What follows belongs to an exercise in optimizing a design on an open flow for small area and a short achievable clock period; a production flow would make more cautious choices. Power is estimated from default activity; no workload was simulated.

## lj_pair_top
module lj_pair_top (
	input  logic                                   clk,
	input  logic                                   rst_n,
	input  logic                                   pair_valid,
	input  logic                                   pair_last,
	input  logic [3*lj_pkg::CELL_ID_WIDTH-1:0]     home_cell,
	input  logic [3*lj_pkg::CELL_ID_WIDTH-1:0]     nbr_cell,
	input  logic [3*lj_pkg::CELL_POS_WIDTH-1:0]    home_pos,
	input  logic [3*lj_pkg::CELL_POS_WIDTH-1:0]    nbr_pos,
	output logic                                   force_valid,
	output logic signed [lj_pkg::ACC_WIDTH-1:0]    force_x,
	output logic signed [lj_pkg::ACC_WIDTH-1:0]    force_y,
	output logic signed [lj_pkg::ACC_WIDTH-1:0]    force_z,
	output logic [lj_pkg::COUNT_WIDTH-1:0]         pair_count
);
export LEC_CHECK = 0
export ABC_AREA = 1
export CAP_MARGIN = 20
export CORE_MARGIN = 2
export CORE_UTILIZATION = 40
export SLEW_MARGIN = 20
export SETUP_SLACK_MARGIN = 6.1
create_clock -name core_clock -period 9.5 [get_ports {clk}]
standard.sh (not shown) runs the stock make flow with config.mk's settings and CLKGATE_MAP_FILE= SYNTH_SCRIPT=/design/flow/synth_recipe.tcl, a recipe that flattens the netlist after the stock synthesis.
==> flow/flow/run.sh <==
#!/bin/bash
set -o pipefail
echo "export SETUP_SLACK_MARGIN = 6.1" >> config.mk
bash standard.sh > standard.log 2>&1
Then changed:
--- a/flow/design.v
+++ b/flow/design.v
@@ -10,20 +10,20 @@
 	localparam int FORCE_SHIFT = 6;
 	localparam int QH_WIDTH    = PROD_WIDTH - FORCE_SHIFT;
 endpackage
 `default_nettype wire
 `default_nettype none
 module lj_add #(
-	parameter int W = 8
+	parameter int W = 8,
+	parameter int L = 3                              
 ) (
 	input  logic [W-1:0]  a,
 	input  logic [W-1:0]  b,
 	input  logic          ci,
 	output logic [W:0]    s                        
 );
-	localparam int L = $clog2(W);
 	logic [(L+1)*W-1:0]   gg;                      
 	logic [(L+1)*W-1:0]   pp;                      
 	logic [W-1:0]         p0;
 	logic [W:0]           c;
 	assign p0        = a ^ b;
 	assign gg[W-1:0] = (a & b) | {{(W-1){1'b0}}, p0[0] & ci};
@@ -76,13 +76,13 @@
 	end
 	assign dp     = {1'b0, np} - {1'b0, hp};
 	assign dp_neg = dp[6];
 	assign dp_pos = ~dp[6] & (dp[5:0] != 6'd0);
 	assign neg    = dn | (~up & dp_neg);
 	assign ok     = up ? dp_neg : (dn ? dp_pos : 1'b1);
-	assign mag    = neg ? (hp - np) : dp[5:0];
+	assign mag    = (dp[5:0] ^ {6{neg}}) + {5'd0, neg};
 endmodule
 module lj_sumsq (
 	input  logic [5:0]  a,
 	input  logic [5:0]  b,
 	input  logic [5:0]  c,
 	output logic [13:0] ra,      
@@ -645,13 +645,13 @@
 	assign t72 = (t16 & t30) | (t16 & t44) | (t30 & t44);
 	assign t73 = t31 ^ t45;
 	assign t74 = t31 & t45;
 	assign t75 = t32 ^ t46;
 	assign t76 = t32 & t46;
 	logic [20:0] sum;
-	lj_add #(.W(20)) add_i (
+	lj_add #(.W(20), .L(5)) add_i (
 		.a({t48, t76, t74, t72, t70, t68, t66, t64, t62, t60, t58, t56, t54, t52, t50, t49, t4, t3, t2, t1}),
 		.b({1'b0, t47, t75, t73, t71, t69, t67, t65, t63, t61, t59, t57, t55, t53, t51, t33, t18, t17, 1'b0, 1'b0}),
 		.ci(1'b0), .s(sum));
 	assign q = sum[19:0];
 endmodule
 `default_nettype wire
@@ -676,13 +676,13 @@
 	logic                         dec;             
 	logic [HW-1:0]                hi;
 	logic [HW-1:0]                hi_base;
 	logic [HW:0]                  all1;            
 	logic [HW:0]                  all0;            
 	assign lo_base = clr ? '0 : lo;
-	lj_add #(.W(QH_WIDTH)) add_i (.a(lo_base), .b(x), .ci(cin), .s(lo_sum[QH_WIDTH+1:1]));
+	lj_add #(.W(QH_WIDTH), .L(4)) add_i (.a(lo_base), .b(x), .ci(cin), .s(lo_sum[QH_WIDTH+1:1]));
 	assign lo_sum[0] = 1'b0;
 	always_ff @(posedge clk) begin
 		lo   <= lo_sum[QH_WIDTH:1];
 		lo_d <= lo;
 		inc  <= lo_sum[QH_WIDTH+1] & ~s;
 		dec  <= s & ~lo_sum[QH_WIDTH+1];
@@ -759,13 +759,13 @@
 	assign mag1 = ~magn1;
 	logic [13:0]       ra1, rb1;                   
 	lj_sumsq sumsq_i (.a(mag1[0 +: MW]), .b(mag1[MW +: MW]), .c(mag1[2*MW +: MW]),
 		.ra(ra1), .rb(rb1));
 	logic [13:0]       r2;
 	logic [14:0]       r2_sum;
-	lj_add #(.W(14)) add_r2 (.a(ra1), .b(rb1), .ci(1'b0), .s(r2_sum));
+	lj_add #(.W(14), .L(4)) add_r2 (.a(ra1), .b(rb1), .ci(1'b0), .s(r2_sum));
 	assign r2  = r2_sum[13:0];
 	logic              v2, last2;
 	logic [1:0]        top2;                       
 	logic [7:0]        tabn2;                      
 	logic [2:0]        neg2;
 	logic [3*MW-1:0]   mag2;
@@ -794,13 +794,13 @@
 	logic              en3, last3;
 	logic [2:0]        s3;
 	logic [CW-1:0]     cmag3;
 	logic [3*MW-1:0]   mag3;
 	logic [15:0]       c3_3;                       
 	logic [15:0]       c3;
-	lj_add #(.W(15)) add_c3 (.a({1'b0, cmag}), .b({cmag, 1'b0}), .ci(1'b0), .s(c3));
+	lj_add #(.W(15), .L(4)) add_c3 (.a({1'b0, cmag}), .b({cmag, 1'b0}), .ci(1'b0), .s(c3));
 	always_ff @(posedge clk or negedge rst_n) begin
 		if (!rst_n) begin
 			en3 <= 1'b0;
 			last3 <= 1'b0;
 		end else begin
 			en3 <= en2;
What happened: Wire length rises slightly; clock power barely changes; register-to-register slack degrades by 0.07 ns; hold slack is about the same; design area barely changes; non-clock buffer count rose by 46; core utilization increases by 1.1 points; via count is about the same; die area is lower slightly; total power went up by a little under a tenth; final cell count is lower slightly; sequential share of layout area stays flat; first-iteration DRC count came out lower by a few percent; combinational power increases by about a fifth.
No run of this note included a check of the RTL's function; only the layout flow was run.

==> afterwards: timing with drivers on the ports <==
The flow's constraints put no driver on any port. The routed layouts listed below were extracted and timed again, unchanged, in two steps. Step 1, drivers: a clkbuf_16 drives clk and a buf_2 each remaining input, both assumed. Step 2 times the ports against the registers' clock, not the clock port: input delays grow and output delays shrink by t, the midpoint of the rising clock arrivals with the driver on. Three values: no drivers, after step 1, after step 2; two values: the first two.
run	t (ns)	setup slack, ns	worst hold slack (ns)
the first run	0.601	6.143 / 6.101 / 5.605	0.324 / 0.324 / 0.324
the second run	0.591	6.014 / 6.032 / 5.441	0.322 / 0.322 / 0.322
After both steps setup and hold are still met in every run listed. For the second run, which loses most, drivers alone change the setup slack by +0.018 ns; drivers and shift together by -0.573 ns.
